This is an optimization exercise on Yosys and OpenROAD, whose aim is small area, a short achievable clock period and few clock cycles, not a production implementation. The RTL was checked by simulation tests, not by an equivalence proof against the original design. No activity file was given, so power comes from the tool's default toggle rates.

// instruction_hazard_detector_top
module instruction_hazard_detector_top (
   input  wire logic                       clock,
   input  wire logic                       reset,
   input  wire logic                       req_valid,
   output logic                            req_stall,
   input  wire logic                       req_start_program,
   input  wire logic [hdc_pkg::REG_W-1:0]  req_dest_reg,
   input  wire logic                       req_dest_present,
   input  wire logic [hdc_pkg::REG_W-1:0]  req_src_a_reg,
   input  wire logic                       req_src_a_present,
   input  wire logic [hdc_pkg::REG_W-1:0]  req_src_b_reg,
   input  wire logic                       req_src_b_present,
   output logic                            rsp_valid,
   input  wire logic                       rsp_stall,
   output logic [hdc_pkg::KIND_W-1:0]      rsp_dep_kind,
   output logic [hdc_pkg::OIDX_W-1:0]      rsp_earlier_index,
   output logic [hdc_pkg::OIDX_W-1:0]      rsp_later_index,
   output logic [hdc_pkg::REG_W-1:0]       rsp_shared_reg,
   output logic                            rsp_last_result
);
Size: roughly 1,800 cells after synthesis, roughly 450 flip-flops, roughly 42 I/O pins.
Settings: LEC_CHECK=0, ABC_CLOCK_PERIOD_IN_PS=2000, CAP_MARGIN=20, CORE_MARGIN=2, CORE_UTILIZATION=60, CTS_CLUSTER_DIAMETER=100, CTS_CLUSTER_SIZE=25, SETUP_SLACK_MARGIN=2.5, SLEW_MARGIN=20, TNS_END_PERCENT=0; clock period 4.5 ns.
standard.sh (not shown) runs the stock make flow with config.mk's settings and CLKGATE_MAP_FILE= SYNTH_SCRIPT=/design/flow/synth_recipe.tcl, a recipe that flattens the netlist after the stock synthesis.
==> flow/flow/run.sh <==
#!/bin/bash
# The standard layout, with the resizer free to change a cell's footprint when it
# repairs timing (the platform's default keeps each cell's footprint).
set -euo pipefail
bash standard.sh MATCH_CELL_FOOTPRINT=0 finish > make_finish.log 2>&1
Testbench counts at the start, summed over its fixed seeds: cycles 6,815.
Change:
==> flow/run.sh (new file) <==
#!/bin/bash
# synth_recipe.tcl (not shown) runs the flow's synth.tcl, then flattens the netlist and writes it again
# the make line also repeats each setting of config.mk as NAME=value (left out here)
make -C /OpenROAD-flow-scripts/flow DESIGN_CONFIG=/design/flow/config.mk WORK_HOME=/design/flow/orfs CLKGATE_MAP_FILE= SYNTH_SCRIPT=/design/flow/synth_recipe.tcl finish
--- a/flow/config.mk
+++ b/flow/config.mk
@@ -9,5 +9,5 @@
 export CAP_MARGIN = 20
 export CORE_MARGIN = 2
-export CORE_UTILIZATION = 60
+export CORE_UTILIZATION = 50
 export CTS_CLUSTER_DIAMETER = 100
 export CTS_CLUSTER_SIZE = 25
removed: flow/flow/run.sh
removed: flow/standard.sh
After rerunning: The new run went through all stages and came out clean. Worst setup slack loses 0.020 ns. Worst hold slack gains 0.0067 ns. Critical path depth goes down by 3. Die area goes up by 20%. Routed wire length goes up by 4.6%. Total power goes up by 2.5%. Register-to-register slack loses 0.02 ns. Global-route usage goes down by 3.8 points. Clock power goes up by about 8%. Utilization goes down by 11 points. Via count stays flat.
Change:
--- a/flow/config.mk
+++ b/flow/config.mk
@@ -9,5 +9,5 @@
 export CAP_MARGIN = 20
 export CORE_MARGIN = 2
-export CORE_UTILIZATION = 50
+export CORE_UTILIZATION = 70
 export CTS_CLUSTER_DIAMETER = 100
 export CTS_CLUSTER_SIZE = 25
The new run completed without violations.
Cell area drops by 1.7%.
Global-route usage climbs by 8.6 points.
Clock skew drops by 0.026 ns.
Count of clock-buffer cells in the layout climbs by 1.
Synthesized area does not change.
Via count climbs by 2.6%.
Sequential power barely changes.
Routed wire length drops by 6.4%.
Hold slack loses 0.0048 ns.
Synthesized cell count is unchanged.
Change:
--- a/flow/config.mk
+++ b/flow/config.mk
@@ -9,8 +9,8 @@
 export CAP_MARGIN = 20
 export CORE_MARGIN = 2
-export CORE_UTILIZATION = 70
+export CORE_UTILIZATION = 60
 export CTS_CLUSTER_DIAMETER = 100
 export CTS_CLUSTER_SIZE = 25
 export SETUP_SLACK_MARGIN = 2.5
 export SLEW_MARGIN = 20
-export TNS_END_PERCENT = 0
+export TNS_END_PERCENT = 20
Outcome:
- critical path depth does not change
- die area rises by 16%
- global-route usage came out lower by 3.5 points
- sequential share of layout area went down by 2.2 points
- setup slack is better by 0.025 ns
- worst hold slack hardly moves
- cell area increases by 4.3%

* * *

## job 189
The RTL this note starts from:
==> flow/design.v <==
`timescale 1ns / 1ps
`default_nettype none
package hdc_pkg;
   localparam int WINDOW_DEPTH = 16;
   localparam int IDX_W        = $clog2(WINDOW_DEPTH);
   localparam int COUNT_W      = $clog2(WINDOW_DEPTH + 1);
   localparam int REG_W  = 5;
   localparam int KIND_W = 3;
   localparam int OIDX_W = 4;
   localparam logic [KIND_W-1:0] KIND_RAW  = 3'd0;
   localparam logic [KIND_W-1:0] KIND_WAR  = 3'd1;
   localparam logic [KIND_W-1:0] KIND_WAW  = 3'd2;
   localparam logic [KIND_W-1:0] KIND_NONE = 3'd3;
   localparam logic [KIND_W-1:0] KIND_FULL = 3'd4;
   localparam int HIT_RAW = 0;
   localparam int HIT_WAR = 1;
   localparam int HIT_WAW = 2;
endpackage
`default_nettype wire
`timescale 1ns / 1ps
`default_nettype none
module hdc_cell (
   input  wire logic                      clock,
   input  wire logic                      wr_en,
   input  wire logic                      live,
   input  wire logic [hdc_pkg::REG_W-1:0] c_dst,
   input  wire logic                      c_dok,
   input  wire logic [hdc_pkg::REG_W-1:0] c_sa,
   input  wire logic                      c_aok,
   input  wire logic [hdc_pkg::REG_W-1:0] c_sb,
   input  wire logic                      c_bok,
   output logic [hdc_pkg::REG_W-1:0]      dst,
   output logic [2:0]                     hit
);
   logic [hdc_pkg::REG_W-1:0] e_dst, e_sa, e_sb;
   logic                      e_dok, e_aok, e_bok;
   always_ff @(posedge clock) begin
      if (wr_en) begin
         e_dst <= c_dst;
         e_dok <= c_dok;
         e_sa  <= c_sa;
         e_aok <= c_aok;
         e_sb  <= c_sb;
         e_bok <= c_bok;
      end
   end
   assign hit[hdc_pkg::HIT_RAW] = live && e_dok &&
                                  ((c_aok && e_dst == c_sa) || (c_bok && e_dst == c_sb));
   assign hit[hdc_pkg::HIT_WAR] = live && c_dok &&
                                  ((e_aok && e_sa == c_dst) || (e_bok && e_sb == c_dst));
   assign hit[hdc_pkg::HIT_WAW] = live && e_dok && c_dok && e_dst == c_dst;
   assign dst = e_dst;
endmodule
`default_nettype wire
`timescale 1ns / 1ps
`default_nettype none
module instruction_hazard_detector_top (
   input  wire logic                       clock,
   input  wire logic                       reset,
   input  wire logic                       req_valid,
   output logic                            req_stall,
   input  wire logic                       req_start_program,
   input  wire logic [hdc_pkg::REG_W-1:0]  req_dest_reg,
   input  wire logic                       req_dest_present,
   input  wire logic [hdc_pkg::REG_W-1:0]  req_src_a_reg,
   input  wire logic                       req_src_a_present,
   input  wire logic [hdc_pkg::REG_W-1:0]  req_src_b_reg,
   input  wire logic                       req_src_b_present,
   output logic                            rsp_valid,
   input  wire logic                       rsp_stall,
   output logic [hdc_pkg::KIND_W-1:0]      rsp_dep_kind,
   output logic [hdc_pkg::OIDX_W-1:0]      rsp_earlier_index,
   output logic [hdc_pkg::OIDX_W-1:0]      rsp_later_index,
   output logic [hdc_pkg::REG_W-1:0]       rsp_shared_reg,
   output logic                            rsp_last_result
);
   localparam int D = hdc_pkg::WINDOW_DEPTH;
   localparam int N = 3 * D;
   logic [hdc_pkg::COUNT_W-1:0] count_ff, count_in;
   logic [N-1:0]                pend_ff, pend_in;
   logic                        fullk_ff, fullk_in;    
   logic [hdc_pkg::REG_W-1:0]   cdst_ff, cdst_in;
   logic [hdc_pkg::IDX_W-1:0]   later_ff, later_in;
   logic                        busy_ff, busy_in;      
   logic                        single_ff, single_in;  
   logic                        rsp_valid_ff, rsp_valid_in;
   logic [hdc_pkg::KIND_W-1:0]  kind_ff, kind_in;
   logic [hdc_pkg::OIDX_W-1:0]  early_ff, early_in;
   logic [hdc_pkg::OIDX_W-1:0]  late_ff, late_in;
   logic [hdc_pkg::REG_W-1:0]   shreg_ff, shreg_in;
   logic                        last_ff, last_in;
   logic [hdc_pkg::COUNT_W-1:0] eff_count;
   logic [hdc_pkg::IDX_W-1:0]   pos;
   logic                        full, accept, load, out_free, move, pend_any;
   logic                        hits_one, pend_two;
   logic [N-1:0]                hits, clr;
   logic [D-1:0]                ent_any, sel;
   logic [hdc_pkg::REG_W*D-1:0] dsts;
   logic [2:0]                  kind_sel;
   logic [hdc_pkg::IDX_W-1:0]   sel_idx;
   logic [hdc_pkg::REG_W-1:0]   sel_dst;
   assign pend_any  = |pend_ff;
   assign out_free  = !rsp_valid_ff || !rsp_stall;
   assign req_stall = busy_ff && !(single_ff && out_free);
   assign accept    = req_valid && !req_stall;
   assign move      = busy_ff && out_free;
   assign eff_count = req_start_program ? '0 : count_ff;
   assign full      = eff_count == hdc_pkg::COUNT_W'(D);
   assign pos       = eff_count[hdc_pkg::IDX_W-1:0];
   assign load      = accept && !full;
   for (genvar i = 0; i < D; i++) begin : g_cell
      hdc_cell u_cell (
         .clock (clock),
         .wr_en (load && pos == hdc_pkg::IDX_W'(i)),
         .live  (hdc_pkg::COUNT_W'(i) < eff_count),
         .c_dst (req_dest_reg),
         .c_dok (req_dest_present),
         .c_sa  (req_src_a_reg),
         .c_aok (req_src_a_present),
         .c_sb  (req_src_b_reg),
         .c_bok (req_src_b_present),
         .dst   (dsts[hdc_pkg::REG_W*i +: hdc_pkg::REG_W]),
         .hit   (hits[3*i +: 3])
      );
   end
   always_comb begin
      logic [63:0] ha, hm, pa, pm, pt;
      ha = 64'(hits);
      hm = '0;
      pa = 64'(pend_ff);
      pm = '0;
      pt = '0;
      for (int l = 1; l <= 6; l++) begin
         for (int j = 0; j < (64 >> l); j++) begin
            hm[j] = hm[2*j] | hm[2*j+1] | (ha[2*j] & ha[2*j+1]);
            ha[j] = ha[2*j] | ha[2*j+1];
            pt[j] = pt[2*j] | pt[2*j+1] | (pm[2*j] & pa[2*j+1]) | (pa[2*j] & pm[2*j+1]);
            pm[j] = pm[2*j] | pm[2*j+1] | (pa[2*j] & pa[2*j+1]);
            pa[j] = pa[2*j] | pa[2*j+1];
         end
      end
      hits_one = !hm[0];
      pend_two = !pt[0];
   end
   always_comb begin
      logic seen;
      seen = 1'b0;
      clr      = '0;
      kind_sel = '0;
      sel_idx  = '0;
      sel_dst  = '0;
      for (int i = 0; i < D; i++) begin
         ent_any[i] = |pend_ff[3*i +: 3];
         sel[i]     = ent_any[i] && !seen;
         seen       = seen || ent_any[i];
      end
      for (int i = 0; i < D; i++) begin
         logic [2:0] pk;
         pk[0] = pend_ff[3*i];
         pk[1] = pend_ff[3*i+1] && !pend_ff[3*i];
         pk[2] = pend_ff[3*i+2] && !pend_ff[3*i+1] && !pend_ff[3*i];
         clr[3*i +: 3] = sel[i] ? pk : 3'b000;
         kind_sel = kind_sel | clr[3*i +: 3];
         sel_idx  = sel_idx | (sel[i] ? hdc_pkg::IDX_W'(i) : '0);
         sel_dst  = sel_dst | (sel[i] ? dsts[hdc_pkg::REG_W*i +: hdc_pkg::REG_W] : '0);
      end
   end
   always_comb begin
      count_in     = count_ff;
      pend_in      = pend_ff;
      fullk_in     = fullk_ff;
      cdst_in      = cdst_ff;
      later_in     = later_ff;
      rsp_valid_in = rsp_valid_ff && rsp_stall;
      kind_in      = kind_ff;
      early_in     = early_ff;
      late_in      = late_ff;
      shreg_in     = shreg_ff;
      last_in      = last_ff;
      busy_in      = busy_ff;
      single_in    = single_ff;
      if (move) begin
         rsp_valid_in = 1'b1;
         pend_in      = pend_ff & ~clr;
         busy_in      = !single_ff;
         single_in    = pend_two;
         if (pend_any) begin
            early_in = sel_idx;
            late_in  = later_ff;
            last_in  = single_ff;
            if (kind_sel[hdc_pkg::HIT_RAW]) begin
               kind_in  = hdc_pkg::KIND_RAW;
               shreg_in = sel_dst;
            end else if (kind_sel[hdc_pkg::HIT_WAR]) begin
               kind_in  = hdc_pkg::KIND_WAR;
               shreg_in = cdst_ff;
            end else begin
               kind_in  = hdc_pkg::KIND_WAW;
               shreg_in = cdst_ff;
            end
         end else begin
            kind_in  = fullk_ff ? hdc_pkg::KIND_FULL : hdc_pkg::KIND_NONE;
            early_in = '0;
            late_in  = fullk_ff ? '0 : later_ff;
            shreg_in = '0;
            last_in  = 1'b1;
         end
      end
      if (accept) begin
         pend_in  = full ? '0 : hits;
         busy_in  = 1'b1;
         single_in = full || hits_one;
         fullk_in = full;
         cdst_in  = req_dest_reg;
         later_in = pos;
         count_in = full ? eff_count : eff_count + hdc_pkg::COUNT_W'(1);
      end
   end
   always_ff @(posedge clock) begin
      if (reset) begin
         count_ff     <= '0;
         pend_ff      <= '0;
         busy_ff      <= 1'b0;
         single_ff    <= 1'b1;
         rsp_valid_ff <= 1'b0;
      end else begin
         count_ff     <= count_in;
         pend_ff      <= pend_in;
         busy_ff      <= busy_in;
         single_ff    <= single_in;
         rsp_valid_ff <= rsp_valid_in;
      end
      fullk_ff <= fullk_in;
      cdst_ff  <= cdst_in;
      later_ff <= later_in;
      kind_ff  <= kind_in;
      early_ff <= early_in;
      late_ff  <= late_in;
      shreg_ff <= shreg_in;
      last_ff  <= last_in;
   end
   assign rsp_valid         = rsp_valid_ff;
   assign rsp_dep_kind      = kind_ff;
   assign rsp_earlier_index = early_ff;
   assign rsp_later_index   = late_ff;
   assign rsp_shared_reg    = shreg_ff;
   assign rsp_last_result   = last_ff;
endmodule
`default_nettype wire
==> flow/config.mk <==
export PLATFORM = sky130hd
export DESIGN_NAME = instruction_hazard_detector_top
export DESIGN_NICKNAME = instruction_hazard_detector_top
export VERILOG_FILES = /design/flow/design.v
export SDC_FILE = /design/flow/constraint.sdc
export NUM_CORES = 4
export LEC_CHECK = 0
export ABC_CLOCK_PERIOD_IN_PS = 2200
export CAP_MARGIN = 20
export CORE_MARGIN = 2
export CORE_UTILIZATION = 60
export SETUP_SLACK_MARGIN = 2.2
export SLEW_MARGIN = 20
export TNS_END_PERCENT = 0
==> flow/constraint.sdc <==
create_clock -name core_clock -period 4.5 [get_ports {clock}]
set_input_delay 0.9000 -clock core_clock [delete_from_list [all_inputs] [get_ports {clock}]]
set_output_delay 0.9000 -clock core_clock [all_outputs]
set_load 0.01 [all_outputs]
run.sh (not shown) runs the stock make flow with config.mk's settings and CLKGATE_MAP_FILE= SYNTH_SCRIPT=/design/flow/synth_recipe.tcl, a recipe that flattens the netlist after the stock synthesis.
Stock flow here: none of the scripts above is used.
Job 189 reached the end of the flow, and the finished layout is clean on the timing, DRC and antenna checks.
Testbench counts of job 189, summed over its fixed seeds: cycles 6,807.
Changes in job 3326 relative to job 189:
- SETUP_SLACK_MARGIN no longer set, was 2.2
- CORE_UTILIZATION now 40, was 60
- TNS_END_PERCENT no longer set, was 0
- ABC_CLOCK_PERIOD_IN_PS no longer set, was 2200
| power density over the cells | lower: job 189 |
Sequential cell count: job 3326 vs job 189 identical
Row total design power: job 3326 lower / job 189 higher
| final critical path time including I/O delays and setup | job 3326 vs job 189 | worse |
Job 3326 vs job 189 — clock-buffer cell count rose 8.0%.
Relative to job 3326, the following input files were edited for job 3623:
- setting SETUP_SLACK_MARGIN to 1.5 for the first time
[summary]
Against job 3326, job 3623 comes in 290 µW higher on internal power of the cells. Setup slack in job 3623 is larger than in job 3326. Job 3623 reports its slowest cell on the critical path as buf_4 while job 3326 reports and2_0. On storage element area, job 3326 tracks job 3623 almost exactly. Kind of critical path: flop to flop -> job 3326, primary input to flop -> job 3623. Job 3623 ended with more number of standard cells in the final layout excluding fillers than job 3326. From job 3326 to job 3623 the numbers moved as follows: register-to-register path setup slack went up by 0.78 ns, power went up by 370 µW.
What job 888 does differently from job 3623 at the input level:
- an added ABC_CLOCK_PERIOD_IN_PS of 2200
- an added CTS_CLUSTER_SIZE of 30
- an added CTS_BUF_LIST of sky130_fd_sc_hd__clkbuf_4 sky130_fd_sc_hd__clkbuf_8
- a change of SETUP_SLACK_MARGIN from 1.5 to 2.2
## What came out
Job 3623 was smaller in final cell area than job 888.
Taking job 3623 as the reference, in job 888 cell count after placement down about 1.1%, hold violation total from the final report flat.
Relative to job 3623, the total power of job 888 is lower by 300 µW.
Comparing job 3623 and job 888, the higher final core utilization is on job 888.

==> port drivers added, routing unchanged <==
In the flow no input, the clock included, has a driving cell. The finished layouts below were timed again as built, in two steps. Step 1 sets driving cells, clkbuf_16 on the clock port and buf_2 on the other inputs (assumed; they add their load-dependent delay and slew). Step 2 times the ports against the registers' clock, not the clock port: input delays grow and output delays shrink by t, the midpoint of the rising clock arrivals with the driver on. Three values: no drivers, after step 1, after step 2; two values: the first two.
run	shift t [ns]	slack for setup (ns)	worst setup path at the end	worst register clock-pin slew, ns
the first run of note 1	0.603	2.056 / 2.038 / 1.485	input to register	0.11 / 0.11
the second run of note 1	0.633	2.036 / 2.018 / 1.513	input to register	0.12 / 0.12
the third run of note 1	0.608	2.019 / 1.967 / 1.437	input to register	0.11 / 0.11
the fourth run of note 1	0.615	2.044 / 1.991 / 1.526	input to register	0.12 / 0.12
job 189	0.633	1.720 / 1.646 / 1.013	input to register	0.07 / 0.07
job 3326	0.623	0.783 / 0.783 / 0.325	input to register	0.06 / 0.06
job 3623	0.639	1.530 / 1.548 / 0.909	input to register	0.07 / 0.07
job 888	0.706	1.665 / 1.665 / 1.022	input to register	0.07 / 0.07
After both steps setup and hold are still met in every run listed. The setup slack of job 189, which loses most, moves by -0.074 ns with the drivers and by -0.707 ns with both steps.
